Context: an optimization exercise on an open-source flow, tuned for small area. The choices shown serve that exercise and are no tape-out recipe. Where RTL was checked, it was by simulation tests only, not by an equivalence proof against the original. The RTL of runs 6 to 8 was laid out without a check of its function. Power figures rest on the tool's default switching activity, not on a simulated workload.

===== flow/standard.sh =====
#!/bin/bash
# synth_recipe.tcl (not shown) runs the flow's synth.tcl, then flattens the netlist and writes it again
# the make line also repeats each setting of config.mk as NAME=value (left out here)
make -C /OpenROAD-flow-scripts/flow DESIGN_CONFIG=/design/flow/config.mk WORK_HOME=/design/flow/orfs CLKGATE_MAP_FILE= SYNTH_SCRIPT=/design/flow/synth_recipe.tcl "${@:-finish}"

===== flow/constraint.sdc =====
create_clock -name core_clock -period 7.0 [get_ports {clk}]
set_input_delay 1.4000 -clock core_clock [delete_from_list [all_inputs] [get_ports {clk}]]
set_output_delay 1.4000 -clock core_clock [all_outputs]
set_load 0.01 [all_outputs]

===== flow/config.mk =====
export PLATFORM = sky130hd
export DESIGN_NAME = gshare_predictor
export DESIGN_NICKNAME = gshare_predictor
export VERILOG_FILES = /design/flow/design.v
export SDC_FILE = /design/flow/constraint.sdc
export NUM_CORES = 4
export LEC_CHECK = 0
export CAP_MARGIN = 20
export CORE_MARGIN = 2
export CORE_UTILIZATION = 55
export CTS_CLUSTER_DIAMETER = 100
export CTS_CLUSTER_SIZE = 28
export SETUP_SLACK_MARGIN = 0.3
export SLEW_MARGIN = 20

===== flow/design.v =====
module gshare_predictor #(
    parameter int HISTORY_BITS = 8,
    parameter int BTB_ENTRIES  = 16
) (
    input  logic                    clk,
    input  logic                    rst,
    input  logic                    fetch_valid,
    input  logic                    fetch_fire,
    input  logic [31:0]             fetch_pc,
    output logic                    pred_valid,
    output logic                    pred_taken,
    output logic [31:0]             pred_target,
    output logic [HISTORY_BITS-1:0] pred_index,
    input  logic                    commit_valid,
    input  logic                    commit_pred_valid,
    input  logic [HISTORY_BITS-1:0] commit_index,
    input  logic                    commit_taken,
    input  logic [31:0]             commit_pc,
    input  logic [31:0]             commit_target,
    input  logic                    flush
);
    localparam int BI          = $clog2(BTB_ENTRIES);
    localparam int PHT_ENTRIES = 1 << HISTORY_BITS;
    localparam int TAG_W       = 32 - BI - 2;
    logic [PHT_ENTRIES-1:0]  pht_dir_r;
    logic [PHT_ENTRIES-1:0]  pht_str_r;
    logic [BTB_ENTRIES-1:0]  btb_valid_r;
    logic [TAG_W-1:0]        btb_tag_r    [0:BTB_ENTRIES-1];
    logic [31:0]             btb_target_r [0:BTB_ENTRIES-1];
    logic [HISTORY_BITS-1:0] spec_ghr_r;
    logic [HISTORY_BITS-1:0] arch_ghr_r;
    logic [HISTORY_BITS-1:0] idx_s;
    logic [BI-1:0]           fetch_set_s;
    logic [TAG_W-1:0]        fetch_tag_s;
    logic                    hit_s;
    logic [HISTORY_BITS-1:0] arch_next_s;
    logic [BI-1:0]           commit_set_s;
    logic [TAG_W-1:0]        commit_tag_s;
    logic                    unused_s;
    assign unused_s     = ^{fetch_pc[1:0], commit_pc[1:0]};
    assign commit_set_s = commit_pc[BI+1:2];
    assign commit_tag_s = commit_pc[31:BI+2];
    assign fetch_set_s = fetch_pc[BI+1:2];
    assign fetch_tag_s = fetch_pc[31:BI+2];
    assign idx_s       = fetch_pc[HISTORY_BITS+1:2] ^ spec_ghr_r;
    assign hit_s       = btb_valid_r[fetch_set_s] && (btb_tag_r[fetch_set_s] == fetch_tag_s);
    assign pred_valid  = fetch_valid & hit_s;
    assign pred_taken  = fetch_valid & hit_s & pht_dir_r[idx_s];
    assign pred_index  = fetch_valid ? idx_s : {HISTORY_BITS{1'b0}};
    assign pred_target = hit_s ? btb_target_r[fetch_set_s] : 32'h0000_0000;
    assign arch_next_s = (commit_valid && commit_pred_valid) ?
                         {arch_ghr_r[HISTORY_BITS-2:0], commit_taken} : arch_ghr_r;
    always_ff @(posedge clk or posedge rst) begin
        if (rst) begin
            spec_ghr_r <= {HISTORY_BITS{1'b0}};
            arch_ghr_r <= {HISTORY_BITS{1'b0}};
        end else begin
            arch_ghr_r <= arch_next_s;
            if (flush) begin
                spec_ghr_r <= arch_next_s;
            end else if (fetch_fire && pred_valid) begin
                spec_ghr_r <= {spec_ghr_r[HISTORY_BITS-2:0], pred_taken};
            end
        end
    end
    always_ff @(posedge clk or posedge rst) begin
        if (rst) begin
            pht_dir_r <= {PHT_ENTRIES{1'b0}};
            pht_str_r <= {PHT_ENTRIES{1'b0}};
        end else begin
            for (int i = 0; i < PHT_ENTRIES; i++) begin
                if (commit_valid && commit_index == i) begin
                    pht_str_r[i] <= (commit_taken == pht_dir_r[i]);
                    if (!pht_str_r[i]) pht_dir_r[i] <= commit_taken;
                end
            end
        end
    end
    always_ff @(posedge clk or posedge rst) begin
        if (rst) begin
            btb_valid_r <= {BTB_ENTRIES{1'b0}};
        end else if (commit_valid && commit_taken) begin
            btb_valid_r[commit_set_s] <= 1'b1;
        end
    end
    always_ff @(posedge clk) begin
        if (commit_valid && commit_taken) begin
            btb_tag_r[commit_set_s]    <= commit_tag_s;
            btb_target_r[commit_set_s] <= commit_target;
        end
    end
endmodule

===== flow/flow/run.sh =====
#!/bin/bash
set -euo pipefail
export BUFFER_PORTS_ARGS="-buffer_cell sky130_fd_sc_hd__buf_1"
bash standard.sh > standard.log 2>&1

==> results.toml, run 1 <==
[die]
initial_utilization = 0.553
dieHeight_um = 342
die_area_mm2 = 0.117
top_level_ports = 154
chipWidth_um = 342
core_area_mm2 = 0.114
rows = 124

[clocking]
cts.root.buffer_cell = "clkbuf_16"
htree_levels = 2
cts_tree = "built"
cts_post_setup_buffers_inserted = 0
postCtsHoldBufs = 0
ctsLongestPathBuffers = 3
tritoncts.num_buffers = 59
clock-sinks = 1472
cts_resizes = 0
cts.clk_slew.worst_paths_ns = 0.11
clk-insertion-delay-late_ns = 0.77

[yosys]
synth_adder_area_share = 0.000993
synth_top_family_by_area = "multiplexers"
yosysUniqueCellTypes = 56
number_of_enable_type_register_cells_in_the_synthesized_netlist = 928
synth_async_sr_flop_share = 0.370
synth-warning-count = 1
ys_seq_area_frac = 0.659
synthSimpleGateAreaFrac = 0.0395
synth_area_in_compound_gates = 0.0609
ys_dominant_reg_cell = "edfxtp_1"
synthesis.area_per_instance_um2 = 16.3
post_synth_instance_area_mm2 = 0.0630
fraction_of_synthesized_cell_area_in_xor_and_xnor_cells = 0.0421
synthMuxAreaShare = 0.177
synth_seq_cells = 1472
syn_inst = 3867
syn_nets = 3984

[cells_and_area]
final_std_cell_area_no_fill_mm2 = 0.0672
multi_input_comb_area_mm2 = 0.0203
most_used_cells_in_the_layout_excluding_fill_and_tap_cells = "928 x edfxtp_1, 544 x dfrtp_1, 324 x mux4_2"
post-route-util = 0.590
final_net_count = 3990
layout-area-overhead-vs-synth_pct = 6.73
final.fill_count = 8563
register_area_mm2 = 0.0415
layout_commonest_cell = "edfxtp_1"
final-instance-count-excl-fill = 5417
final_layout_size_suffix_gt1_frac = 0.210

[timing]
finalSetupViolations = 0
final.setup_skew_ns = 0.0785
max_freq_mhz = 156
rsz0062_at_grt = "false"
maxSlewHeadroom = 0.253
final-hold-violation-count = 0
timing.final.crit_period_ns = 6.39
timing.final.max_slew_violations = 0
fin_crit_sh = 0.913
timing_worst_slew_pin_value_ns = 1.12

[worst_hold_path]
holdCritStartpoint = "btb_valid_r[5]"
min_path_cells = 1
hold_end = "btb_valid_r[5]"
hold_class = "flop to flop"

[placement]
count_of_buffers_inserted_at_the_top_level_ports = 149
dp_cells = 5322
detailed_place_hpwl_um = 85600
gp_congestion = 0.796
placed_cell_area_mm2 = 0.0655

[drt]
routed-via-count = 34300
remaining_drc_errors = 0
wire_per_inst_um = 27.2
routed_via_density = 6.33
drt.antenna.violating_nets = 0
drt_pass1_iterations = 5
first_iter_violations = 2972
finalWirelength_um = 148000

[worst_setup_path]
critical_path.reg2reg.startpoint = "btb_tag_r[1][15]"
cp_data_arrival_time_ns = 4.99
worstPathCellList = "clkbuf_4 > mux4_1 > mux4_2 > xor2_1 > or4_4 > nor4_4 > nand2_1 > nor3_1 > buf_4 > buf_1"
cp_slowest_cell = "mux4_1"
critical-path-max-stage-delay_ns = 0.65
classification_of_the_worst_setup_path = "primary input to output port"
reg2reg_setup_slack_ns = 3.20
r2r-end = "spec_ghr_r[0]"
worst-path-max-fanout = 19
worstSetupEndpointType = "output port"
critPathRequiredTime_ns = 5.60
critPathLaunchType = "primary input"
crit_path_start = "fetch_pc[2]"
ff2ff_path_depth = 9

[power_and_ir_drop]
power_leakage_nw = 24.4
worst_ir_drop_vdd_mv = 0.216
cellInternalPower_mw = 11.8
power.share.combinational = 0.114
clkPwrFrac = 0.270
areal_power_density_over_the_cells_mw_per_mm2 = 234
p_total_mw = 15.7
total_switching_power_mw = 3.87
seq_power_share = 0.616
power_switching_share = 0.247

[global_routing]
grtUsageMet2 = 0.443
grt_pass1_wl_um = 222000
globalRouteOverflowTotal = 0
use_met1 = 0.338
gr-usage-all-layers = 0.254
grtUsageMet3 = 0.0332
antenna_found_initial = 13
most_used_routing_layer_in_global_routing = "met2"
grt_max_degree = 216
grt_pass1_vias = 35000

[outcome]
run_status = "no timing/DRC/antenna violations"

[job]
maxCapViolCount = 0
synthesized netlist by cell type (39+ instances only):
| cell type | n | area [um^2] |
|---|---|---|
| xor2_1 | 278 | 2430 |
| nand2_1 | 63 | 236 |
| nor2_1 | 49 | 184 |
| edfxtp_1 | 928 | 27900 |
| dfrtp_1 | 544 | 13600 |
| nor3_1 | 270 | 1350 |
| o31ai_1 | 257 | 1930 |
| mux2_2 | 268 | 3020 |
| buf_2 | 41 | 205 |
| o21ai_0 | 275 | 1380 |
| mux2i_1 | 67 | 671 |
| mux4_2 | 324 | 7300 |
| clkbuf_1 | 255 | 957 |
| nand3_1 | 39 | 195 |
layer usage:
layer / vias to the layer above / wire length, um
met5: - / 95
met4: 16 / 4070
met3: 209 / 6830
met2: 795 / 76000
met1: 18200 / 60500
li1: 15000 / -
critical path, delay by kind of cell:
kind | cells | cell delay, ns
mux | 2 | 1.14
simple gates | 4 | 1.45
xor+xnor | 1 | 0.19
buf+inv | 3 | 0.77
kinds of logic after synthesis:
kind of cell / Yosys count
and+or+nand+nor: 495
buffers and inverters: 327
DFF: 1472
AOI/OAI and AO/OA: 601
muxes: 664
adders and majority gates: 5
xor gates and xnor gates: 303
power by group through the flow:
stage	clock network, mW	logic (mW)	registers (mW)
3_3_place_gp	0	1.75	9.84
2_1_floorplan	0	1.16	9.82
3_5_place_dp	0	1.80	9.87
6_report	4.24	1.79	9.68
4_1_cts	4.36	1.80	9.68
5_1_grt	4.64	1.92	9.71
per-stage QoR:
step           hold slack [ns]  setup slack, ns  TNS, ns
4_1_cts                  0.466            0.605        0
5_1_grt                  0.487            0.465        0
6_report                 0.468            0.606        0
2_1_floorplan            0.423            -1.80  -979.16
3_3_place_gp             0.432            0.610        0
3_5_place_dp             0.440            0.610        0
layout make-up:
type	instances	area share
inverters	12	0.000763
multi-input cells	2068	0.303
clock buffers	82	0.0235
repair buffers	260	0.0262
flip-flops and latches	1472	0.617
clock inverters	7	0.00136
diodes	4	0.000149
well taps	1512	0.0281
registers in the layout, summed over array words and instances, names as in the netlist:
name and cells:
arch_ghr_r 8, btb_tag_r 416, btb_target_r 512, btb_valid_r 16, pht_dir_r 256, pht_str_r 256
spec_ghr_r 8
worst max path at each step:
stage,cells after the start,slack (ns),end
after floorplan,1,-1.80,arch_ghr_r[0]
after global placement,8,0.61,pred_target[31]
after detailed placement,8,0.61,pred_target[31]
after CTS,8,0.61,pred_target[31]
after global routing,12,0.47,pred_taken
final,10,0.61,pred_taken
==> run 2: changes to the inputs <==
--- a/flow/config.mk
+++ b/flow/config.mk
@@ -8,5 +8,5 @@
 export CAP_MARGIN = 20
 export CORE_MARGIN = 2
-export CORE_UTILIZATION = 55
+export CORE_UTILIZATION = 70
 export CTS_CLUSTER_DIAMETER = 100
 export CTS_CLUSTER_SIZE = 28
==> results.toml, run 2 <==
[cells_and_area]
largest_register_ffs = 512
largest-register = "btb_target_r"
layout_commonest_cell = "edfxtp_1"
final_layout_size_suffix_gt1_frac = 0.210
most_used_cells_in_the_layout_excluding_fill_and_tap_cells = "928 x edfxtp_1, 544 x dfrtp_1, 324 x mux4_2"
largest_registers = "btb_target_r: 512 flops, btb_tag_r: 416 flops"
final_net_count = 3993
layout-area-overhead-vs-synth_pct = 5.98
final.fill_count = 5190

[clocking]
cts.clk_slew.worst_paths_ns = 0.11
clock-sinks = 1472
cts_tree = "built"
cts_post_setup_buffers_inserted = 0
cts.root.buffer_cell = "clkbuf_16"
tritoncts.num_buffers = 58
ctsLongestPathBuffers = 3
htree_levels = 2
clk-insertion-delay-late_ns = 0.70

[global_routing]
gr-usage-all-layers = 0.309
globalRouteOverflowTotal = 0
grt_max_degree = 223
antenna_found_initial = 12
grt_pass1_wl_um = 215000
grt_pass1_vias = 35400

[die]
core_area_mm2 = 0.0896
dieHeight_um = 304
initial_utilization = 0.703
die_area_mm2 = 0.0924
chipWidth_um = 304
top_level_ports = 154
rows = 110

[worst_hold_path]
min_path_cells = 1
hold_class = "flop to flop"
holdCritStartpoint = "btb_valid_r[5]"
hold_end = "btb_valid_r[5]"

[yosys]
synth_seq_cells = 1472
yosys.cell_count.top_type = "edfxtp_1"
number_of_enable_type_register_cells_in_the_synthesized_netlist = 928
syn_nets = 3984
post_synth_most_frequent_cells = "928 x edfxtp_1, 544 x dfrtp_1, 324 x mux4_2"
yosysUniqueCellTypes = 56
post_synth_instance_area_mm2 = 0.0630
synth_async_sr_flop_share = 0.370
syn_inst = 3867
ys_dominant_reg_cell = "edfxtp_1"
synthDominantCellAreaShare = 0.442
ys_seq_area_frac = 0.659
synth.area.top_cells = "edfxtp_1 44%, dfrtp_1 22%, mux4_2 12%"
synth.largest_area_cell = "edfxtp_1"
synthesis.area_per_instance_um2 = 16.3
synth-warning-count = 1

[worst_setup_path]
cp_slowest_cell = "mux4_2"
critical-path-max-stage-delay_ns = 0.64
classification_of_the_worst_setup_path = "primary input to output port"
worstPathCellList = "clkbuf_2 > clkinv_2 > mux4_2 > xor2_1 > or4_4 > nor4_4 > buf_4 > and3_1 > buf_1"
worstSetupEndpointType = "output port"
r2r-end = "spec_ghr_r[0]"
crit_buf_inv = 4
critical_path.reg2reg.startpoint = "btb_tag_r[15][8]"
cp_data_arrival_time_ns = 5.14
worst-path-max-fanout = 33
critPathLaunchType = "primary input"
critPathRequiredTime_ns = 5.60
reg2reg_setup_slack_ns = 3.10
crit_family = "buffers and inverters"
ff2ff_path_depth = 10

[timing]
finalSetupViolations = 0
timing_worst_slew_pin_value_ns = 1.14
max_freq_mhz = 153
timing.final.crit_period_ns = 6.54
worst_hold_slack_ns = 0.469
maxSlewHeadroom = 0.235
final.setup_skew_ns = 0.0323
timing.final.max_slew_violations = 0
final-hold-violation-count = 0
setup-tns-final_ns = 0
fin_crit_sh = 0.934
rsz0062_at_grt = "false"

[drt]
first_iter_violations = 4182
finalWirelength_um = 141000
wire_per_inst_um = 27.8
routed-via-count = 34700
drt_pass1_iterations = 5
remaining_drc_errors = 0
drt.antenna.violating_nets = 0
routed_via_density = 6.84

[job]
maxCapViolCount = 0

[power_and_ir_drop]
power_leakage_nw = 24.4
worst_ir_drop_vdd_mv = 0.263
areal_power_density_over_the_cells_mw_per_mm2 = 234

[placement]
count_of_buffers_inserted_at_the_top_level_ports = 149
detailed_place_hpwl_um = 83500
gp_congestion = 0.821

[outcome]
run_status = "no timing/DRC/antenna violations"
[run 2: where the power goes]
group	switching (mW)	total [mW]	leakage (nW)	internal (mW)
Combinational	1.06	1.76	7.85	0.698
Clock	2.53	4.15	0.797	1.62
Sequential	0.169	9.68	15.8	9.52
Total	3.75	15.6	24.4	11.8
[run 2: layout make-up]
class,count,area [um^2],area share
Inverter,12,50.0,0.000750
Tap cell,1176,1470,0.0220
Multi-Input combinational cell,2068,20400,0.305
Antenna cell,4,10.0,0.000150
Clock buffer,80,1570,0.0235
Timing Repair Buffer,264,1720,0.0258
Sequential cell,1472,41500,0.621
Clock inverter,4,88.8,0.00133
[run 2: how the worst max path moves through the flow]
stage / startpoint / endpoint / depth (start not counted)
floorplan: rst / arch_ghr_r[0] / 1
global placement: fetch_pc[5] / pred_target[29] / 9
detailed placement: fetch_pc[5] / pred_target[19] / 9
CTS: fetch_pc[2] / pred_target[31] / 10
global route: fetch_pc[5] / pred_target[6] / 9
finish: fetch_pc[5] / pred_target[16] / 9
[run 2: kinds of logic (layout without fill, tap and decap cells)]
kind of cell / after synthesis / after routing / share of synthesized area
other: 0 / 4 / 0
adder cells (fa/ha/maj): 5 / 5 / 0.000993
XOR/XNOR: 303 / 303 / 0.0421
AO/OA/AOI/OAI: 601 / 601 / 0.0609
flip-flops: 1472 / 1472 / 0.659
AND/OR/NAND/NOR: 495 / 495 / 0.0395
multiplexers: 664 / 664 / 0.177
buffers and inverters: 327 / 360 / 0.0213
[run 2: metrics by stage]
stage | util | total power [mW] | area (um^2) | setup WS (ns) | instances
final | 0.745 | 15.6 | 66700 | 0.461 | 5080
after global routing | 0.745 | 16.1 | 66700 | 0.331 | 5080
after CTS | 0.743 | 15.6 | 66600 | 0.465 | 5071
after detailed placement | 0.725 | 11.6 | 64900 | 0.493 | 4987
after global placement | 0.725 | 11.5 | 64900 | 0.536 | 4987
after floorplan | - | 11.0 | 63000 | -1.80 | 3867
[run 2: routing by layer]
layer / vias to the layer above / track usage / routed length [um]
met5: - / 0 / 76
met4: 12 / 0.103 / 4660
met3: 224 / 0.0353 / 9490
met2: 1295 / 0.532 / 73400
met1: 18200 / 0.419 / 53800
li1: 15000 / - / -
[run 2: timing repair]
item / in CTS / in global routing
resized for setup: 0 / 1
hold buffers: 0 / 0
setup endpoints to repair: 0 / 13
==> run 3: changes to the inputs <==
--- a/flow/config.mk
+++ b/flow/config.mk
@@ -10,5 +10,5 @@
 export CORE_UTILIZATION = 70
 export CTS_CLUSTER_DIAMETER = 100
-export CTS_CLUSTER_SIZE = 28
+export CTS_CLUSTER_SIZE = 32
 export SETUP_SLACK_MARGIN = 0.3
 export SLEW_MARGIN = 20
==> results.toml, run 3 <==
[worst_setup_path]
critPathRequiredTime_ns = 5.60
critical-path-max-stage-delay_ns = 0.64
worstSetupEndpointType = "output port"
worstPathCellList = "clkbuf_2 > clkinv_2 > mux4_2 > xor2_1 > or4_4 > nor4_4 > buf_4 > and3_1 > buf_1"
crit_family = "buffers and inverters"
crit_buf_inv = 4
critPathLaunchType = "primary input"
classification_of_the_worst_setup_path = "primary input to output port"
worst-path-max-fanout = 33
cp_data_arrival_time_ns = 5.13
cp_slowest_cell = "mux4_2"

[yosys]
synth_seq_cells = 1472
ys_dominant_reg_cell = "edfxtp_1"
post_synth_instance_area_mm2 = 0.0630
post_synth_most_frequent_cells = "928 x edfxtp_1, 544 x dfrtp_1, 324 x mux4_2"
synthesis.area_per_instance_um2 = 16.3
number_of_enable_type_register_cells_in_the_synthesized_netlist = 928
synth-warning-count = 1
synth.area.top_cells = "edfxtp_1 44%, dfrtp_1 22%, mux4_2 12%"
ys_seq_area_frac = 0.659
yosysUniqueCellTypes = 56
synth_async_sr_flop_share = 0.370
synth.largest_area_cell = "edfxtp_1"
synthDominantCellAreaShare = 0.442
syn_nets = 3984
syn_inst = 3867
yosys.cell_count.top_type = "edfxtp_1"

[cells_and_area]
most_used_cells_in_the_layout_excluding_fill_and_tap_cells = "928 x edfxtp_1, 544 x dfrtp_1, 324 x mux4_2"
final_layout_size_suffix_gt1_frac = 0.209
post-route-util = 0.743
largest_register_ffs = 512
layout_commonest_cell = "edfxtp_1"
largest_registers = "btb_target_r: 512 flops, btb_tag_r: 416 flops"
register_area_mm2 = 0.0415
multi_input_comb_area_mm2 = 0.0204
layout-area-overhead-vs-synth_pct = 5.74
final.fill_count = 5221
largest-register = "btb_target_r"
final_net_count = 3987

[global_routing]
grt_pass1_vias = 35200
gr-usage-all-layers = 0.309
antenna_found_initial = 12
globalRouteOverflowTotal = 0
grt_max_degree = 223
grt_pass1_wl_um = 215000

[die]
die_area_mm2 = 0.0924
rows = 110
core_area_mm2 = 0.0896
initial_utilization = 0.703
chipWidth_um = 304
dieHeight_um = 304
top_level_ports = 154

[timing]
setup-tns-final_ns = 0
timing_worst_slew_pin_value_ns = 1.13
maxSlewHeadroom = 0.245
timing.final.crit_period_ns = 6.53
final-hold-violation-count = 0
timing.final.max_slew_violations = 0
fin_crit_sh = 0.933
max_freq_mhz = 153
final.setup_skew_ns = 0.0201
finalSetupViolations = 0
postLayoutSetupSlackWorst_ns = 0.467
rsz0062_at_grt = "false"

[placement]
dp_worst_setup_slack_ns = 0.493
detailed_place_hpwl_um = 83500
count_of_buffers_inserted_at_the_top_level_ports = 149
gp_congestion = 0.821

[clocking]
cts_tree = "built"
postCtsHoldBufs = 0
cts.root.buffer_cell = "clkbuf_16"
tritoncts.num_buffers = 52
cts.clk_slew.worst_paths_ns = 0.12
ctsLongestPathBuffers = 3
clk-insertion-delay-late_ns = 0.68
htree_levels = 2
clock-sinks = 1472

[drt]
topRoutingLayerUsed = "met5"
wire_per_inst_um = 27.8
routed_via_density = 6.81
drt_pass1_iterations = 5
drt.antenna.violating_nets = 0
finalWirelength_um = 141000
first_iter_violations = 4110
remaining_drc_errors = 0
met2_wirelength_um = 73100
met3_length_um = 9560
routed-via-count = 34700
route.layer.met1.wl_um = 54400

[power_and_ir_drop]
worst_ir_drop_vdd_mv = 0.322
areal_power_density_over_the_cells_mw_per_mm2 = 231
power_leakage_nw = 24.4
p_total_mw = 15.4

[job]
maxCapViolCount = 0

[outcome]
run_status = "no timing/DRC/antenna violations"

[worst_hold_path]
hold_class = "flop to flop"
run 3: worst reg2reg max path, stage by stage (launching register included):
cell and delay (ns):
edfxtp_1 0.39, mux4_2 0.47, mux2i_1 0.26, o22ai_1 0.14
mux2_2 0.32, or4_4 0.56, nor4_4 0.40, buf_4 0.42
nand4_4 0.35, mux2i_1 0.21, mux2_2 0.27
run 3: logic make-up after synthesis:
family	synth area share
compound gates	0.0609
xor+xnor	0.0421
fa+ha+maj	0.000993
buf+inv	0.0213
flops	0.659
mux	0.177
simple gates	0.0395
run 3: power breakdown:
| group | switching (mW) | internal, mW | leakage [nW] |
|---|---|---|---|
| registers | 0.168 | 9.52 | 15.8 |
| clock network | 2.51 | 1.44 | 0.720 |
| logic | 1.06 | 0.698 | 7.84 |
| total | 3.74 | 11.7 | 24.4 |
run 3: timing repair:
action                                  in CTS  in global routing
endpoints found under the setup margin       0                  2
gates resized for setup                      0                  1
buffers inserted                             0                  0
run 3: path summary, 6_finish.rpt:
path                             startpoint         endpoint  slack (ns)  cells past startpoint
setup reg to reg           btb_tag_r[15][8]    spec_ghr_r[0]        3.11                     10
hold reg to reg              btb_valid_r[5]   btb_valid_r[5]        0.47                      1
hold / removal               btb_valid_r[5]   btb_valid_r[5]        0.47                      1
setup / recovery                fetch_pc[5]  pred_target[28]        0.47                      9
min in group asynchronous               rst    pht_dir_r[58]        0.71                      2
max in group asynchronous               rst    arch_ghr_r[2]        4.43                      4
run 3: per-layer routing:
layer / up-vias / track usage
met1: 18100 / 0.423
met3: 202 / 0.0370
met5: - / 0
met4: 8 / 0.0945
met2: 1290 / 0.531
li1: 15000 / -
run 3: stage by stage:
step,std cells,cell area (um^2),hold WS [ns]
floorplan,3867,63000,0.423
finish,5089,66600,0.470
detailed placement,4987,64900,0.447
global route,5088,66600,0.494
global placement,4987,64900,0.434
CTS,5077,66400,0.474
run 3: cell type report:
| class | count | share of cell area |
|---|---|---|
| Antenna cell | 7 | 0.000263 |
| Clock buffer | 83 | 0.0213 |
| Clock inverter | 7 | 0.00130 |
| Inverter | 12 | 0.000752 |
| Multi-Input combinational cell | 2068 | 0.306 |
| Sequential cell | 1472 | 0.623 |
| Tap cell | 1176 | 0.0221 |
| Timing Repair Buffer | 264 | 0.0257 |
==> run 4: changes to the inputs <==
--- a/flow/config.mk
+++ b/flow/config.mk
@@ -9,6 +9,7 @@
 export CORE_MARGIN = 2
 export CORE_UTILIZATION = 70
+export CTS_BUF_LIST = sky130_fd_sc_hd__clkbuf_8
 export CTS_CLUSTER_DIAMETER = 100
-export CTS_CLUSTER_SIZE = 32
+export CTS_CLUSTER_SIZE = 18
 export SETUP_SLACK_MARGIN = 0.3
 export SLEW_MARGIN = 20
==> results.toml, run 4 <==
[outcome]
run_status = "no timing/DRC/antenna violations"

[worst_setup_path]
ff2ff_path_depth = 10
classification_of_the_worst_setup_path = "primary input to output port"
cp_data_arrival_time_ns = 5.16
critPathRequiredTime_ns = 5.60
critPathLaunchType = "primary input"
worstSetupEndpointType = "output port"
worst-path-max-fanout = 33

[cells_and_area]
final_net_count = 4026
most_used_cells_in_the_layout_excluding_fill_and_tap_cells = "928 x edfxtp_1, 544 x dfrtp_1, 324 x mux4_2"
largest_registers = "btb_target_r: 512 flops, btb_tag_r: 416 flops"
layout_commonest_cell = "edfxtp_1"
final-instance-count-excl-fill = 5122
largest-register = "btb_target_r"
final_layout_size_suffix_gt1_frac = 0.217
layout-area-overhead-vs-synth_pct = 5.68
final.fill_count = 5264
post-route-util = 0.743
largest_register_ffs = 512

[yosys]
yosysUniqueCellTypes = 56
post_synth_most_frequent_cells = "928 x edfxtp_1, 544 x dfrtp_1, 324 x mux4_2"
number_of_enable_type_register_cells_in_the_synthesized_netlist = 928
syn_inst = 3867
synth.area.top_cells = "edfxtp_1 44%, dfrtp_1 22%, mux4_2 12%"
synth_async_sr_flop_share = 0.370
synth-warning-count = 1
synthDominantCellAreaShare = 0.442
synth_seq_cells = 1472
post_synth_instance_area_mm2 = 0.0630
syn_nets = 3984
ys_dominant_reg_cell = "edfxtp_1"
ys_seq_area_frac = 0.659
yosys.cell_count.top_type = "edfxtp_1"
synth.largest_area_cell = "edfxtp_1"
synthesis.area_per_instance_um2 = 16.3

[global_routing]
grt_pass1_vias = 35500
globalRouteOverflowTotal = 0
grt_max_degree = 223
gr-usage-all-layers = 0.309
grt_pass1_wl_um = 215000
antenna_found_initial = 11

[job]
maxCapViolCount = 0

[timing]
maxSlewHeadroom = 0.201
max_freq_mhz = 152
timing_worst_slew_pin_value_ns = 1.19
rsz0062_at_grt = "false"
timing.final.crit_period_ns = 6.56
timing.final.max_slew_violations = 0
final.setup_skew_ns = 0.0277
fin_crit_sh = 0.937
finalSetupViolations = 0
final-hold-violation-count = 0

[worst_hold_path]
min_path_cells = 1
hold_class = "flop to flop"

[clocking]
cts.clk_slew.worst_paths_ns = 0.11
ctsLongestPathBuffers = 3
cts_post_setup_buffers_inserted = 0
cts_tree = "built"
clock-sinks = 1472
cts_resizes = 0
tritoncts.num_buffers = 91
clk-insertion-delay-late_ns = 0.80
cts.root.buffer_cell = "clkbuf_8"
postCtsHoldBufs = 0
htree_levels = 3

[drt]
finalWirelength_um = 141000
routed_via_density = 6.76
routed-via-count = 34600
wire_per_inst_um = 27.5
drt_pass1_iterations = 5
first_iter_violations = 3601
drt.antenna.violating_nets = 0
remaining_drc_errors = 0

[power_and_ir_drop]
cellInternalPower_mw = 11.5
power.share.combinational = 0.115
seq_power_share = 0.634
total_switching_power_mw = 3.79
clkPwrFrac = 0.251
power_leakage_nw = 24.5
worst_ir_drop_vdd_mv = 0.249
areal_power_density_over_the_cells_mw_per_mm2 = 229
power_switching_share = 0.248

[placement]
count_of_buffers_inserted_at_the_top_level_ports = 149
detailed_place_hpwl_um = 83500
gp_congestion = 0.821
dp_cells = 4987

[die]
top_level_ports = 154
chipWidth_um = 304
initial_utilization = 0.703
dieHeight_um = 304
rows = 110
die_area_mm2 = 0.0924
core_area_mm2 = 0.0896
[run 4: changes by cell type in the layout (fill, tap and decap cells not counted), moves of 2 or more]
cell and delta:
diode_2 -3, inv_6 -2, clkbuf_1 -31, clkbuf_8 +92, inv_1 +28, clkbuf_16 -52
[run 4: worst paths after layout]
kind / endpoint / startpoint / slack [ns]
hold / removal: btb_valid_r[6] / btb_valid_r[6] / 0.47
setup / recovery: pred_target[28] / fetch_pc[5] / 0.44
hold reg to reg: btb_valid_r[6] / btb_valid_r[6] / 0.47
setup reg to reg: spec_ghr_r[0] / btb_tag_r[12][8] / 3.11
max in group asynchronous: pht_str_r[95] / rst / 4.51
min in group asynchronous: pht_dir_r[56] / rst / 0.63
[run 4: layout make-up]
type,instances,area [um^2],area share
Sequential cell,1472,41500,0.623
Multi-Input combinational cell,2068,20400,0.306
Timing Repair Buffer,264,1720,0.0258
Tap cell,1176,1470,0.0221
Clock buffer,92,1270,0.0190
Clock inverter,34,198,0.00297
Inverter,12,50.0,0.000752
Antenna cell,4,10.0,0.000150
[run 4: cells by family (layout without fill, tap and decap cells)]
| group | Yosys count | after routing | share of synthesized area |
|---|---|---|---|
| AOI/OAI and AO/OA | 601 | 601 | 0.0609 |
| xor gates and xnor gates | 303 | 303 | 0.0421 |
| adders and majority gates | 5 | 5 | 0.000993 |
| buffers and inverters | 327 | 402 | 0.0213 |
| DFF | 1472 | 1472 | 0.659 |
| muxes | 664 | 664 | 0.177 |
| other | 0 | 4 | 0 |
| and+or+nand+nor | 495 | 495 | 0.0395 |
[run 4: power groups by stage]
stage	registers [mW]	clock network, mW	logic, mW
floorplan	9.82	0	1.16
global placement	9.84	0	1.69
detailed placement	9.87	0	1.74
CTS	9.68	3.91	1.75
global route	9.72	4.19	1.88
finish	9.68	3.83	1.76
[run 4: metrics by stage]
step                      setup WS [ns]  cell area [um^2]  power (mW)  hold WS [ns]  setup TNS (ns)
after detailed placement          0.493             64900        11.6         0.447               0
after global routing              0.355             66600        15.8         0.498               0
after floorplan                   -1.80             63000        11.0         0.423         -979.16
after CTS                         0.503             66400        15.3         0.473               0
after global placement            0.536             64900        11.5         0.434               0
final                             0.440             66600        15.3         0.468               0
[run 4: worst max-delay path, cell delays in order]
cell	delay, ns
clkbuf_2	0.49
clkinv_2	0.63
mux4_2	0.64
xor2_1	0.19
or4_4	0.54
nor4_4	0.41
buf_4	0.41
and3_1	0.23
buf_1	0.16
[run 4: layer usage]
layer	GRT usage	vias up	wire length, um
met1	0.417	18000	53700
li1	-	15100	-
met2	0.528	1306	72600
met5	0	-	53
met4	0.105	8	4890
met3	0.0444	249	9720
==> run 5: changes to the inputs <==
--- a/flow/config.mk
+++ b/flow/config.mk
@@ -8,8 +8,7 @@
 export CAP_MARGIN = 20
 export CORE_MARGIN = 2
-export CORE_UTILIZATION = 70
-export CTS_BUF_LIST = sky130_fd_sc_hd__clkbuf_8
+export CORE_UTILIZATION = 40
 export CTS_CLUSTER_DIAMETER = 100
-export CTS_CLUSTER_SIZE = 18
+export CTS_CLUSTER_SIZE = 28
 export SETUP_SLACK_MARGIN = 0.3
 export SLEW_MARGIN = 20
==> results.toml, run 5 <==
[yosys]
synth.largest_area_cell = "edfxtp_1"
ys_dominant_reg_cell = "edfxtp_1"
syn_nets = 3984
syn_inst = 3867
synth_seq_cells = 1472
yosys.cell_count.top_type = "edfxtp_1"
yosysUniqueCellTypes = 56
synth_async_sr_flop_share = 0.370
synth.area.top_cells = "edfxtp_1 44%, dfrtp_1 22%, mux4_2 12%"
ys_seq_area_frac = 0.659
post_synth_instance_area_mm2 = 0.0630
synth-warning-count = 1
post_synth_most_frequent_cells = "928 x edfxtp_1, 544 x dfrtp_1, 324 x mux4_2"
synthDominantCellAreaShare = 0.442
number_of_enable_type_register_cells_in_the_synthesized_netlist = 928
synthesis.area_per_instance_um2 = 16.3

[drt]
wire_per_inst_um = 24.7
drt_pass1_iterations = 7
routed-via-count = 33900
drt.antenna.violating_nets = 0
finalWirelength_um = 148000
remaining_drc_errors = 0
routed_via_density = 5.67
first_iter_violations = 3113

[worst_setup_path]
classification_of_the_worst_setup_path = "primary input to output port"
critPathRequiredTime_ns = 5.60
worst-path-max-fanout = 34
worstSetupEndpointType = "output port"
critPathLaunchType = "primary input"
cp_data_arrival_time_ns = 5.03

[cells_and_area]
largest-register = "btb_target_r"
layout_commonest_cell = "edfxtp_1"
post-route-util = 0.435
largest_registers = "btb_target_r: 512 flops, btb_tag_r: 416 flops"
final_std_cell_area_no_fill_mm2 = 0.0680
final_layout_size_suffix_gt1_frac = 0.212
layout-area-overhead-vs-synth_pct = 8.00
most_used_cells_in_the_layout_excluding_fill_and_tap_cells = "928 x edfxtp_1, 544 x dfrtp_1, 324 x mux4_2"
final_net_count = 3996
largest_register_ffs = 512

[placement]
detailed_place_hpwl_um = 83800
dp_worst_setup_slack_ns = 0.451
placed_cell_area_mm2 = 0.0662
gp_congestion = 0.749
count_of_buffers_inserted_at_the_top_level_ports = 149

[clocking]
clock-sinks = 1472
cts_resizes = 0
tritoncts.num_buffers = 59
cts.clk_slew.worst_paths_ns = 0.11
cts_tree = "built"
ctsLongestPathBuffers = 3
cts.root.buffer_cell = "clkbuf_16"
postCtsHoldBufs = 0
htree_levels = 2
clk-insertion-delay-late_ns = 0.73
cts_post_setup_buffers_inserted = 0

[power_and_ir_drop]
seq_power_share = 0.609
areal_power_density_over_the_cells_mw_per_mm2 = 233
total_switching_power_mw = 3.99
power_leakage_nw = 24.5
clkPwrFrac = 0.274
worst_ir_drop_vdd_mv = 0.223
power_switching_share = 0.251
power.share.combinational = 0.116
cellInternalPower_mw = 11.9

[timing]
rsz0062_at_grt = "false"
maxSlewHeadroom = 0.293
postLayoutSetupSlackWorst_ns = 0.568
timing_worst_slew_pin_value_ns = 1.06
final.setup_skew_ns = 0.0553
timing.final.crit_period_ns = 6.43
fin_crit_sh = 0.919
worst_hold_slack_ns = 0.461
final-hold-violation-count = 0
finalSetupViolations = 0
max_freq_mhz = 155
timing.final.max_slew_violations = 0

[global_routing]
grt_pass1_vias = 33500
gr-usage-all-layers = 0.182
grt_max_degree = 148
globalRouteOverflowTotal = 0
grt_pass1_wl_um = 222000
antenna_found_initial = 18

[worst_hold_path]
hold_class = "flop to flop"

[die]
chipWidth_um = 401
rows = 145
die_area_mm2 = 0.161
core_area_mm2 = 0.156
dieHeight_um = 401
initial_utilization = 0.403
top_level_ports = 154

[outcome]
run_status = "no timing/DRC/antenna violations"

[job]
maxCapViolCount = 0
==> run 5: path summary, 6_finish.rpt <==
| kind | start | to | slack, ns | depth (start not counted) |
|---|---|---|---|---|
| worst max-delay path | fetch_pc[2] | pred_target[0] | 0.57 | 12 |
| max in group asynchronous | rst | pht_str_r[41] | 4.61 | 4 |
| min in group asynchronous | rst | pht_str_r[74] | 0.89 | 2 |
| worst min register to register | btb_valid_r[6] | btb_valid_r[6] | 0.46 | 1 |
| worst min-delay path | btb_valid_r[6] | btb_valid_r[6] | 0.46 | 1 |
| worst max register to register | btb_tag_r[14][8] | spec_ghr_r[0] | 3.33 | 10 |
==> run 5: kinds of logic (layout without fill, tap and decap cells) <==
group           count (synthesis)  count (layout)  synth area share
simple gates                  495             495            0.0395
flops                        1472            1472             0.659
fa+ha+maj                       5               5          0.000993
xor+xnor                      303             303            0.0421
buf+inv                       327             380            0.0213
other cells                     0               3                 0
compound gates                601             601            0.0609
mux                           664             664             0.177
==> run 5: worst max-delay path, stage by stage <==
cell and delay, ns:
clkbuf_4 0.33, buf_4 0.55, mux4_2 0.57, a22o_1 0.23, a221oi_1 0.41, xor2_1 0.18
nand4_1 0.16, nor4_4 0.36, buf_12 0.25, and3_1 0.31, buf_12 0.15, buf_4 0.11
==> run 5: cell type report <==
cell class	instances	area, um^2
Clock buffer	92	1600
Clock inverter	10	143
Multi-Input combinational cell	2068	20400
Timing Repair Buffer	266	1790
Fill cell	13600	88200
Antenna cell	3	7.51
Sequential cell	1472	41500
Tap cell	2058	2570
Inverter	12	51.3
==> run 5: routing by layer <==
metal	wire (um)	vias to the layer above	global-route usage
met4	2900	16	0.0384
met5	110	-	0
met3	7950	155	0.0305
met2	72700	696	0.304
met1	64200	18000	0.251
li1	-	15000	-
==> run 5: metrics by stage <==
| stage | power, mW | cells | setup TNS (ns) |
|---|---|---|---|
| 2_1_floorplan | 11.0 | 3867 | -979.16 |
| 3_3_place_gp | 11.7 | 5875 | 0 |
| 3_5_place_dp | 11.7 | 5875 | 0 |
| 4_1_cts | 16.0 | 5977 | 0 |
| 5_1_grt | 16.5 | 5981 | 0 |
| 6_report | 15.9 | 5981 | 0 |
==> run 5: power by group through the flow <==
stage                     Combinational, mW  Clock, mW  Sequential [mW]
after floorplan                        1.16          0             9.82
after global placement                 1.85          0             9.85
after detailed placement               1.87          0             9.87
after CTS                              1.88       4.49             9.68
after global routing                   2.00       4.74             9.71
final                                  1.85       4.36             9.68
==> run 6: changes to the inputs <==
--- a/flow/design.v
+++ b/flow/design.v
@@ -44,9 +44,24 @@
     assign fetch_tag_s = fetch_pc[31:BI+2];
     assign idx_s       = fetch_pc[HISTORY_BITS+1:2] ^ spec_ghr_r;
-    assign hit_s       = btb_valid_r[fetch_set_s] && (btb_tag_r[fetch_set_s] == fetch_tag_s);
+    logic [BTB_ENTRIES-1:0]  fset_oh_s;
+    logic [TAG_W-1:0]        rd_tag_s;
+    logic [31:0]             rd_target_s;
+    logic                    rd_valid_s;
+    always_comb begin
+        for (int s = 0; s < BTB_ENTRIES; s++) fset_oh_s[s] = (fetch_set_s == s);
+        rd_tag_s    = '0;
+        rd_target_s = '0;
+        rd_valid_s  = 1'b0;
+        for (int s = 0; s < BTB_ENTRIES; s++) begin
+            rd_tag_s    = rd_tag_s    | ({TAG_W{fset_oh_s[s]}} & btb_tag_r[s]);
+            rd_target_s = rd_target_s | ({32{fset_oh_s[s]}} & btb_target_r[s]);
+            rd_valid_s  = rd_valid_s  | (fset_oh_s[s] & btb_valid_r[s]);
+        end
+    end
+    assign hit_s       = rd_valid_s && (rd_tag_s == fetch_tag_s);
     assign pred_valid  = fetch_valid & hit_s;
     assign pred_taken  = fetch_valid & hit_s & pht_dir_r[idx_s];
     assign pred_index  = fetch_valid ? idx_s : {HISTORY_BITS{1'b0}};
-    assign pred_target = hit_s ? btb_target_r[fetch_set_s] : 32'h0000_0000;
+    assign pred_target = hit_s ? rd_target_s : 32'h0000_0000;
     assign arch_next_s = (commit_valid && commit_pred_valid) ?
                          {arch_ghr_r[HISTORY_BITS-2:0], commit_taken} : arch_ghr_r;
==> results.toml, run 6 <==
[global_routing]
grt_pass1_vias = 36400
grt_pass1_wl_um = 250000
antenna_found_initial = 16
grt_max_degree = 201
gr-usage-all-layers = 0.211
globalRouteOverflowTotal = 0

[drt]
first_iter_violations = 4273
drt.antenna.violating_nets = 0
wire_per_inst_um = 26.6
routed_via_density = 5.96
finalWirelength_um = 171000
remaining_drc_errors = 0
drt_pass1_iterations = 6
routed-via-count = 38400

[worst_setup_path]
worstSetupEndpointType = "output port"
cp_data_arrival_time_ns = 5.20
crit_family = "simple AND/OR/NAND/NOR gates"
critical_path.reg2reg.startpoint = "btb_tag_r[5][12]"
crit_buf_inv = 5
critical-path-max-stage-delay_ns = 0.65
ff2ff_path_depth = 9
classification_of_the_worst_setup_path = "primary input to output port"
reg2reg_setup_slack_ns = 3.39
r2r-end = "spec_ghr_r[7]"
critPathRequiredTime_ns = 5.60
worst-path-max-fanout = 15
worstPathCellList = "clkbuf_4 > nor2b_1 > buf_4 > a32oi_2 > o31ai_1 > or4_1 > xor2_1 > or4b_1 > or4_4 > buf_12 > nor3b_1 > buf_4 > buf_1"
cp_slowest_cell = "or4_4"
critPathLaunchType = "primary input"
cpMostUsedCell = "buf_4"

[yosys]
syn_inst = 4307
ys_seq_area_frac = 0.666
synth_seq_cells = 1472
ys_dominant_reg_cell = "edfxtp_1"
synthesis.area_per_instance_um2 = 14.5
syn_nets = 4424
yosys.cell_count.top_type = "edfxtp_1"
yosysUniqueCellTypes = 74
synth.largest_area_cell = "edfxtp_1"
post_synth_instance_area_mm2 = 0.0623
synth.area.top_cells = "edfxtp_1 45%, dfrtp_1 22%, mux2_2 5.3%"
synth-warning-count = 1
synth_async_sr_flop_share = 0.370
synthDominantCellAreaShare = 0.447
post_synth_most_frequent_cells = "928 x edfxtp_1, 544 x dfrtp_1, 292 x clkbuf_1, 292 x mux2_2, 283 x o21ai_0"
number_of_enable_type_register_cells_in_the_synthesized_netlist = 928

[outcome]
run_status = "no timing/DRC/antenna violations"

[timing]
final-hold-violation-count = 0
worst_hold_slack_ns = 0.473
timing.final.max_slew_violations = 0
maxSlewHeadroom = 0.286
timing_worst_slew_pin_value_ns = 1.07
postLayoutSetupSlackWorst_ns = 0.398
max_freq_mhz = 151
fin_crit_sh = 0.943
final.setup_skew_ns = 0.0958
rsz0062_at_grt = "false"
timing.final.crit_period_ns = 6.60
finalSetupViolations = 0

[clocking]
htree_levels = 2
cts.clk_slew.worst_paths_ns = 0.11
cts_tree = "built"
postCtsHoldBufs = 0
clock-sinks = 1472
tritoncts.num_buffers = 60
ctsLongestPathBuffers = 3
cts.root.buffer_cell = "clkbuf_16"
clk-insertion-delay-late_ns = 0.76
cts_post_setup_buffers_inserted = 0

[cells_and_area]
layout-area-overhead-vs-synth_pct = 9.20
layout_commonest_cell = "edfxtp_1"
most_used_cells_in_the_layout_excluding_fill_and_tap_cells = "928 x edfxtp_1, 544 x dfrtp_1, 292 x mux2_2"
final-instance-count-excl-fill = 6442
largest_register_ffs = 512
largest_registers = "btb_target_r: 512 flops, btb_tag_r: 416 flops"
final_layout_size_suffix_gt1_frac = 0.167
final_net_count = 4486
largest-register = "btb_target_r"

[placement]
detailed_place_hpwl_um = 98800
dp_cells = 6349
dp_worst_setup_slack_ns = 0.132
count_of_buffers_inserted_at_the_top_level_ports = 149
gp_congestion = 0.868

[power_and_ir_drop]
worst_ir_drop_vdd_mv = 0.222
areal_power_density_over_the_cells_mw_per_mm2 = 233
power_leakage_nw = 24.4

[worst_hold_path]
hold_class = "flop to flop"
hold_end = "btb_valid_r[6]"
holdCritStartpoint = "btb_valid_r[6]"
min_path_cells = 1

[die]
top_level_ports = 154
core_area_mm2 = 0.154
rows = 144
dieHeight_um = 399
initial_utilization = 0.403
chipWidth_um = 399
die_area_mm2 = 0.159

[job]
maxCapViolCount = 0
## run 6: cell types whose count changed after synthesis, sizes merged, moves of 14 or more
cell and change:
mux4 -262, a22oi +146, a22o +108, a221oi +91, a31oi +41, clkbuf +37, nand3 +29, mux2 +26
nand2 +23, nand4 +20, nor2 +20, mux2i -18, a21oi +14, o22ai +14
## run 6: logic make-up (layout without fill, tap and decap cells)
kind of cell	Yosys count	after routing	synth area share
other	0	5	0
AND/OR/NAND/NOR	659	659	0.0548
flip-flops	1472	1472	0.666
XOR/XNOR	298	298	0.0420
AO/OA/AOI/OAI	1093	1093	0.126
adder cells (fa/ha/maj)	5	5	0.00100
multiplexers	410	410	0.0853
buffers and inverters	370	456	0.0251
## run 6: how the worst max path moves through the flow
| stage | from | to | slack [ns] | cells past startpoint |
|---|---|---|---|---|
| after floorplan | rst | arch_ghr_r[0] | -1.80 | 1 |
| after CTS | fetch_pc[2] | pred_target[2] | 0.31 | 13 |
| after global routing | fetch_pc[2] | pred_taken | 0.34 | 14 |
| after global placement | fetch_pc[5] | pred_target[9] | 0.12 | 13 |
| final | fetch_pc[2] | pred_taken | 0.40 | 13 |
| after detailed placement | fetch_pc[5] | pred_target[2] | 0.13 | 13 |
## run 6: area by class of cell
class                   count  area [um^2]
inverters                  13         52.6
flip-flops and latches   1472        41500
clock buffers              77         1590
well taps                2044         2560
fillers                 13700        86400
repair buffers            357         2480
diodes                      5         12.5
clock inverters             9          175
multi-input cells        2465        19700
## run 6: repair_timing
| item | 4_1_cts | 5_1_grt |
|---|---|---|
| endpoints found under the setup margin | 33 | 25 |
| resized for setup | 7 | 15 |
| pin swaps | 1 | 2 |
| gates cloned | 0 | 1 |
## run 6: power by group
| part | leakage, nW | total (mW) | switching, mW | internal [mW] |
|---|---|---|---|---|
| sequential | 15.8 | 9.68 | 0.162 | 9.52 |
| combinational | 7.73 | 1.79 | 1.15 | 0.634 |
| clock | 0.849 | 4.39 | 2.71 | 1.67 |
## run 6: per-stage QoR
| step | util | TNS [ns] | total power, mW | instance area, um^2 |
|---|---|---|---|---|
| final | 0.441 | 0 | 15.9 | 68000 |
| after global routing | 0.441 | 0 | 16.4 | 68000 |
| after CTS | 0.440 | 0 | 16.0 | 67900 |
| after detailed placement | 0.428 | 0 | 11.7 | 66100 |
| after global placement | 0.428 | 0 | 11.6 | 66100 |
| after floorplan | - | -979.16 | 10.9 | 62300 |
## run 6: metal layers
layer	wire length, um	GRT usage	vias to the layer above
li1	-	-	16900
met3	10500	0.0247	258
met1	72400	0.292	19900
met4	5000	0.0590	22
met2	83300	0.352	1287
met5	146	0	-
==> run 7: changes to the inputs <==
--- a/flow/design.v
+++ b/flow/design.v
@@ -48,4 +48,8 @@
     logic [31:0]             rd_target_s;
     logic                    rd_valid_s;
+    logic [15:0]             idx_lo_oh_s;
+    logic [15:0]             idx_hi_oh_s;
+    logic [15:0]             pht_grp_s;
+    logic                    rd_dir_s;
     always_comb begin
         for (int s = 0; s < BTB_ENTRIES; s++) fset_oh_s[s] = (fetch_set_s == s);
@@ -58,8 +62,15 @@
             rd_valid_s  = rd_valid_s  | (fset_oh_s[s] & btb_valid_r[s]);
         end
+        for (int k = 0; k < 16; k++) begin
+            idx_lo_oh_s[k] = (idx_s[3:0] == k);
+            idx_hi_oh_s[k] = (idx_s[7:4] == k);
+        end
+        for (int g = 0; g < 16; g++)
+            pht_grp_s[g] = |(idx_lo_oh_s & pht_dir_r[16*g +: 16]);
+        rd_dir_s = |(idx_hi_oh_s & pht_grp_s);
     end
     assign hit_s       = rd_valid_s && (rd_tag_s == fetch_tag_s);
     assign pred_valid  = fetch_valid & hit_s;
-    assign pred_taken  = fetch_valid & hit_s & pht_dir_r[idx_s];
+    assign pred_taken  = fetch_valid & hit_s & rd_dir_s;
     assign pred_index  = fetch_valid ? idx_s : {HISTORY_BITS{1'b0}};
     assign pred_target = hit_s ? rd_target_s : 32'h0000_0000;
==> flow/run.sh (new file) <==
#!/bin/bash
# synth_recipe.tcl (not shown) runs the flow's synth.tcl, then flattens the netlist and writes it again
# the make line also repeats each setting of config.mk as NAME=value (left out here)
make -C /OpenROAD-flow-scripts/flow DESIGN_CONFIG=/design/flow/config.mk WORK_HOME=/design/flow/orfs CLKGATE_MAP_FILE= SYNTH_SCRIPT=/design/flow/synth_recipe.tcl finish
--- a/flow/config.mk
+++ b/flow/config.mk
@@ -9,6 +9,5 @@
 export CORE_MARGIN = 2
 export CORE_UTILIZATION = 40
-export CTS_CLUSTER_DIAMETER = 100
-export CTS_CLUSTER_SIZE = 28
+export CTS_BUF_LIST = sky130_fd_sc_hd__clkbuf_4
 export SETUP_SLACK_MARGIN = 0.3
 export SLEW_MARGIN = 20
removed: flow/flow/run.sh
removed: flow/standard.sh
==> results.toml, run 7 <==
[yosys]
synth-warning-count = 1
post_synth_instance_area_mm2 = 0.0625
number_of_enable_type_register_cells_in_the_synthesized_netlist = 928
synthesis.area_per_instance_um2 = 14.0
ys_dominant_reg_cell = "edfxtp_1"
syn_inst = 4458
synth.largest_area_cell = "edfxtp_1"
ys_seq_area_frac = 0.664
post_synth_most_frequent_cells = "928 x edfxtp_1, 544 x dfrtp_1, 302 x mux2_2"
synth_async_sr_flop_share = 0.370
synthDominantCellAreaShare = 0.446
synth.area.top_cells = "edfxtp_1 45%, dfrtp_1 22%, mux2_2 5.4%"
syn_nets = 4575
synth_seq_cells = 1472
yosysUniqueCellTypes = 87
yosys.cell_count.top_type = "edfxtp_1"

[die]
initial_utilization = 0.401
dieHeight_um = 399
top_level_ports = 154
core_area_mm2 = 0.156
die_area_mm2 = 0.159
rows = 145
chipWidth_um = 399

[power_and_ir_drop]
power_leakage_nw = 28.2
total_switching_power_mw = 5.19
seq_power_share = 0.499
power.share.combinational = 0.126
clkPwrFrac = 0.375
cellInternalPower_mw = 14.3
worst_ir_drop_vdd_mv = 0.200
power_switching_share = 0.267
areal_power_density_over_the_cells_mw_per_mm2 = 264

[global_routing]
globalRouteOverflowTotal = 0
antenna_found_initial = 13
grt_max_degree = 162
gr-usage-all-layers = 0.235
grt_pass1_wl_um = 277000
grt_pass1_vias = 41700

[drt]
drt.antenna.violating_nets = 0
remaining_drc_errors = 0
drt_pass1_iterations = 6
routed-via-count = 42600
first_iter_violations = 4256
wire_per_inst_um = 26.1
finalWirelength_um = 189000
routed_via_density = 5.87

[clocking]
htree_levels = 5
cts_tree = "built"
tritoncts.num_buffers = 399
ctsLongestPathBuffers = 4
clk-insertion-delay-late_ns = 1.35
cts.clk_slew.worst_paths_ns = 0.06
cts.root.buffer_cell = "clkbuf_4"
clock-sinks = 1472

[outcome]
run_status = "no timing/DRC/antenna violations"

[timing]
final-hold-violation-count = 0
setup-tns-final_ns = 0
worst_hold_slack_ns = 0.454
max_freq_mhz = 149
fin_crit_sh = 0.959
timing.final.max_slew_violations = 0
postLayoutSetupSlackWorst_ns = 0.287
final.setup_skew_ns = 0.0977
timing_worst_slew_pin_value_ns = 1.19
rsz0062_at_grt = "true"
finalSetupViolations = 0
timing.final.crit_period_ns = 6.71
maxSlewHeadroom = 0.207

[worst_hold_path]
hold_class = "flop to flop"
min_path_cells = 1

[cells_and_area]
most_used_cells_in_the_layout_excluding_fill_and_tap_cells = "928 x edfxtp_1, 578 x clkbuf_4, 540 x dfrtp_1"
final.fill_count = 13800
layout-area-overhead-vs-synth_pct = 17.7
largest-register = "btb_target_r"
largest_register_ffs = 512
final_net_count = 5062
largest_registers = "btb_target_r: 512 flops, btb_tag_r: 416 flops"
layout_commonest_cell = "edfxtp_1"
final_layout_size_suffix_gt1_frac = 0.255
final-instance-count-excl-fill = 7263

[worst_setup_path]
worstSetupEndpointType = "output port"
cp_data_arrival_time_ns = 5.31
worst-path-max-fanout = 9
critPathLaunchType = "primary input"
ff2ff_path_depth = 13
critPathRequiredTime_ns = 5.60
classification_of_the_worst_setup_path = "primary input to output port"

[placement]
count_of_buffers_inserted_at_the_top_level_ports = 149
dp_cells = 6563
detailed_place_hpwl_um = 107000
dp_worst_setup_slack_ns = -0.347
gp_congestion = 0.839

[job]
maxCapViolCount = 0
## run 7: cells by family after synthesis
family	after synthesis	synth area share
buf+inv	376	0.0254
simple gates	718	0.0604
compound gates	1198	0.136
flops	1472	0.664
mux	401	0.0728
fa+ha+maj	5	0.00100
xor+xnor	288	0.0405
## run 7: path summary, 6_finish.rpt
| check | start | to | slack (ns) |
|---|---|---|---|
| min reg2reg | btb_valid_r[13] | btb_valid_r[13] | 0.45 |
| min | btb_valid_r[13] | btb_valid_r[13] | 0.45 |
| max | fetch_pc[3] | pred_target[20] | 0.29 |
| min in group asynchronous | rst | pht_dir_r[146] | 0.49 |
| max in group asynchronous | rst | pht_dir_r[74] | 4.97 |
| max reg2reg | btb_tag_r[0][2] | spec_ghr_r[0] | 3.36 |
## run 7: critical path: stages
cell and delay [ns]:
buf_16 0.17, buf_16 0.17, nor2b_1 0.54, buf_4 0.29
a222oi_1 0.13, and4_1 0.26, nor4_2 0.24, nand4_1 0.18
nor4_4 0.53, buf_4 0.22, nand2_4 0.11, buf_12 0.20
a31oi_2 0.15, buf_4 0.15, clkdlybuf4s50_1 0.53
## run 7: per-layer routing
metal  track usage  routed length (um)
met5             0                  75
met4        0.0820                5840
met3        0.0524               15300
met2         0.380               90300
met1         0.311               78000
## run 7: area by class of cell
| cell class | count | area [um^2] | area share |
|---|---|---|---|
| inverters | 10 | 41.3 | 0.000561 |
| clock buffers | 578 | 4340 | 0.0590 |
| diodes | 13 | 32.5 | 0.000442 |
| repair buffers | 451 | 4560 | 0.0621 |
| flip-flops and latches | 1472 | 41500 | 0.564 |
| well taps | 2058 | 2570 | 0.0350 |
| clock inverters | 70 | 325 | 0.00442 |
| multi-input cells | 2611 | 20200 | 0.274 |
## run 7: stage by stage
step	util	instance area, um^2	power, mW
final	0.472	73500	19.4
after global routing	0.472	73500	20.3
after CTS	0.469	73100	19.6
after detailed placement	0.436	67800	12.1
after global placement	0.436	67800	12.1
after floorplan	-	62500	11.0
## run 7: power groups by stage
stage                     logic, mW  clock network, mW  registers, mW
after floorplan                1.12                  0           9.83
after global placement         2.24                  0           9.86
after detailed placement       2.27                  0           9.87
after CTS                      2.40               7.46           9.70
after global routing           2.58               7.94           9.73
final                          2.46               7.29           9.70
## run 7: repair_timing
item                                   4_1_cts  5_1_grt
pin swaps                                   21       14
resized for setup                           63       62
endpoints found under the hold margin        0        0
hold buffers                                 0        0
cloned                                       4        4
buffers inserted                            22        8
setup endpoints to repair                   34       32
==> run 8: changes to the inputs <==
--- a/flow/config.mk
+++ b/flow/config.mk
@@ -9,5 +9,6 @@
 export CORE_MARGIN = 2
 export CORE_UTILIZATION = 40
-export CTS_BUF_LIST = sky130_fd_sc_hd__clkbuf_4
+export CTS_CLUSTER_DIAMETER = 100
+export CTS_CLUSTER_SIZE = 28
 export SETUP_SLACK_MARGIN = 0.3
 export SLEW_MARGIN = 20
==> results.toml, run 8 <==
[outcome]
run_status = "no timing/DRC/antenna violations"

[placement]
detailed_place_hpwl_um = 107000
dp_worst_setup_slack_ns = -0.347
dp_cells = 6563
gp_congestion = 0.839
count_of_buffers_inserted_at_the_top_level_ports = 149

[yosys]
synthDominantCellAreaShare = 0.446
ys_dominant_reg_cell = "edfxtp_1"
ys_seq_area_frac = 0.664
synth_async_sr_flop_share = 0.370
synthesis.area_per_instance_um2 = 14.0
number_of_enable_type_register_cells_in_the_synthesized_netlist = 928
post_synth_most_frequent_cells = "928 x edfxtp_1, 544 x dfrtp_1, 302 x mux2_2"
synth_top_family_by_area = "compound AO/OA/AOI/OAI gates"
synth_seq_cells = 1472
yosysUniqueCellTypes = 87
synth_adder_area_share = 0.00100
post_synth_instance_area_mm2 = 0.0625
syn_inst = 4458
yosys.cell_count.top_type = "edfxtp_1"
synth_area_in_compound_gates = 0.136
synthMuxAreaShare = 0.0728
fraction_of_synthesized_cell_area_in_xor_and_xnor_cells = 0.0405
synth.area.top_cells = "edfxtp_1 45%, dfrtp_1 22%, mux2_2 5.4%"
synthSimpleGateAreaFrac = 0.0604
syn_nets = 4575
synth.largest_area_cell = "edfxtp_1"
synth-warning-count = 1

[cells_and_area]
largest_register_ffs = 512
final-instance-count-excl-fill = 6692
final.fill_count = 13900
post-route-util = 0.452
largest-register = "btb_target_r"
largest_registers = "btb_target_r: 512 flops, btb_tag_r: 416 flops"
final_layout_size_suffix_gt1_frac = 0.169
layout_commonest_cell = "edfxtp_1"
most_used_cells_in_the_layout_excluding_fill_and_tap_cells = "928 x edfxtp_1, 544 x dfrtp_1, 302 x mux2_2"
layout-area-overhead-vs-synth_pct = 12.6
final_net_count = 4704

[timing]
setup-tns-final_ns = 0
max_freq_mhz = 149
fin_crit_sh = 0.959
maxSlewHeadroom = 0.238
timing_worst_slew_pin_value_ns = 1.14
finalSetupViolations = 0
timing.final.crit_period_ns = 6.71
rsz0062_at_grt = "true"
postLayoutSetupSlackWorst_ns = 0.290
timing.final.max_slew_violations = 0
final.setup_skew_ns = 0.0812
final-hold-violation-count = 0

[worst_setup_path]
crit_buf_inv = 7
critPathLaunchType = "primary input"
cp_slowest_cell = "clkdlybuf4s50_1"
cp_data_arrival_time_ns = 5.31
critical-path-max-stage-delay_ns = 0.54
worstPathCellList = "buf_12 > buf_4 > nor4bb_4 > buf_4 > a22oi_2 > nand3_1 > nor4_2 > xor2_1 > nand4_1 > nor4_4 > buf_4 > nand2_2 > buf_12 > a31oi_1 > buf_4 > clkdlybuf4s50_1"
critPathRequiredTime_ns = 5.60
worst-path-max-fanout = 32
crit_family = "buffers and inverters"
worstSetupEndpointType = "output port"
critical_path.reg2reg.startpoint = "spec_ghr_r[1]"
cpMostUsedCell = "buf_4"
classification_of_the_worst_setup_path = "primary input to output port"
crit_path_start = "fetch_pc[3]"

[clocking]
clk-insertion-delay-late_ns = 0.78
cts_tree = "built"
clock-sinks = 1472
postCtsHoldBufs = 0
tritoncts.num_buffers = 61
cts.root.buffer_cell = "clkbuf_16"
htree_levels = 2
ctsLongestPathBuffers = 3
cts.clk_slew.worst_paths_ns = 0.11

[die]
core_area_mm2 = 0.156
chipWidth_um = 399
initial_utilization = 0.401
top_level_ports = 154
rows = 145
dieHeight_um = 399
die_area_mm2 = 0.159

[drt]
remaining_drc_errors = 0
drt.antenna.violating_nets = 0
routed_via_density = 6.03
first_iter_violations = 4401
wire_per_inst_um = 27.4
finalWirelength_um = 184000
routed-via-count = 40300
drt_pass1_iterations = 6

[global_routing]
grt_pass1_wl_um = 268000
grt_pass1_vias = 38400
grt_max_degree = 162
gr-usage-all-layers = 0.226
globalRouteOverflowTotal = 0
antenna_found_initial = 13

[worst_hold_path]
holdCritStartpoint = "btb_valid_r[13]"
hold_class = "flop to flop"

[power_and_ir_drop]
power_leakage_nw = 25.8
areal_power_density_over_the_cells_mw_per_mm2 = 236
worst_ir_drop_vdd_mv = 0.252
p_total_mw = 16.6

[job]
maxCapViolCount = 0
==> run 8: layout make-up <==
cell class	instances	area, um^2	share of cell area
sequential	1472	41500	0.590
timing repair buffer	431	4270	0.0607
inverter	10	41.3	0.000587
antenna	2	5.00	0.0000712
multi-input combinational	2611	20100	0.286
clock buffer	96	1670	0.0237
tap	2058	2570	0.0366
clock inverter	12	201	0.00286
==> run 8: worst paths after layout <==
kind | endpoint | slack, ns | cells after the start
hold reg to reg | btb_valid_r[13] | 0.47 | 1
min in group asynchronous | pht_dir_r[145] | 1.10 | 2
setup reg to reg | spec_ghr_r[0] | 3.13 | 12
setup / recovery | pred_target[29] | 0.29 | 16
max in group asynchronous | pht_str_r[69] | 4.36 | 4
hold / removal | btb_valid_r[13] | 0.47 | 1
==> run 8: repair_timing <==
item                       in CTS  in global routing
pin swaps                      12                  9
gates cloned                    2                  3
resized for setup              53                 31
setup buffers                  10                  3
setup endpoints to repair      34                 32
==> run 8: where the power goes <==
part	total [mW]	switching, mW	internal [mW]
Sequential	9.69	0.174	9.52
Clock	4.49	2.78	1.71
Combinational	2.41	1.52	0.889
==> run 8: cell families after synthesis <==
family | after synthesis
fa+ha+maj | 5
flops | 1472
xor+xnor | 288
simple gates | 718
buf+inv | 376
compound gates | 1198
mux | 401
==> run 8: routing by layer <==
layer / track usage / wire length (um) / vias to the layer above
met4: 0.0602 / 5130 / 18
met2: 0.371 / 87700 / 1476
met5: 0 / 107 / -
li1: - / - / 17600
met3: 0.0294 / 12500 / 272
met1: 0.316 / 78100 / 21000
==> run 8: metrics by stage <==
stage | hold slack, ns | area [um^2]
final | 0.466 | 70300
after floorplan | 0.422 | 62500
after detailed placement | 0.439 | 67800
after global placement | 0.433 | 67800
after global routing | 0.479 | 70300
after CTS | 0.465 | 70100

what the ideal ports hide:
Ports are ideal in the flow. The routed layouts listed here were re-timed in OpenROAD.
Step 1 assumes that a clkbuf_16 drives the clock port and a buf_2 every other input.
Step 2 also shifts input and output timing later by t, the mid clock arrival at the registers, as if the neighbouring blocks saw the same clock.
a / b / c = ideal ports / drivers / drivers and shift; a / b = the first two.
run | shift t [ns] | setup WS [ns] | hold WS [ns] | clock arrival spread, ns | slew at the worst register clock pin (ns)
run 1 | 0.800 | 0.606 / 0.579 / 0.579 | 0.468 / 0.468 / 0.468 | 0.079 / 0.079 | 0.12 / 0.12
run 2 | 0.746 | 0.461 / 0.428 / 0.428 | 0.469 / 0.469 / 0.469 | 0.043 / 0.043 | 0.11 / 0.11
run 3 | 0.738 | 0.467 / 0.433 / 0.433 | 0.470 / 0.470 / 0.470 | 0.030 / 0.030 | 0.13 / 0.13
run 4 | 0.843 | 0.440 / 0.407 / 0.407 | 0.468 / 0.468 / 0.468 | 0.054 / 0.053 | 0.12 / 0.12
run 5 | 0.784 | 0.568 / 0.512 / 0.512 | 0.461 / 0.461 / 0.461 | 0.069 / 0.069 | 0.12 / 0.12
run 6 | 0.787 | 0.398 / 0.360 / 0.360 | 0.473 / 0.473 / 0.473 | 0.131 / 0.131 | 0.12 / 0.12
run 7 | 1.337 | 0.287 / 0.131 / 0.131 | 0.454 / 0.442 / 0.454 | 0.172 / 0.172 | 0.08 / 0.08
run 8 | 0.807 | 0.290 / 0.134 / 0.134 | 0.466 / 0.466 / 0.466 | 0.101 / 0.101 | 0.12 / 0.12
After both steps every run listed still meets setup and hold.
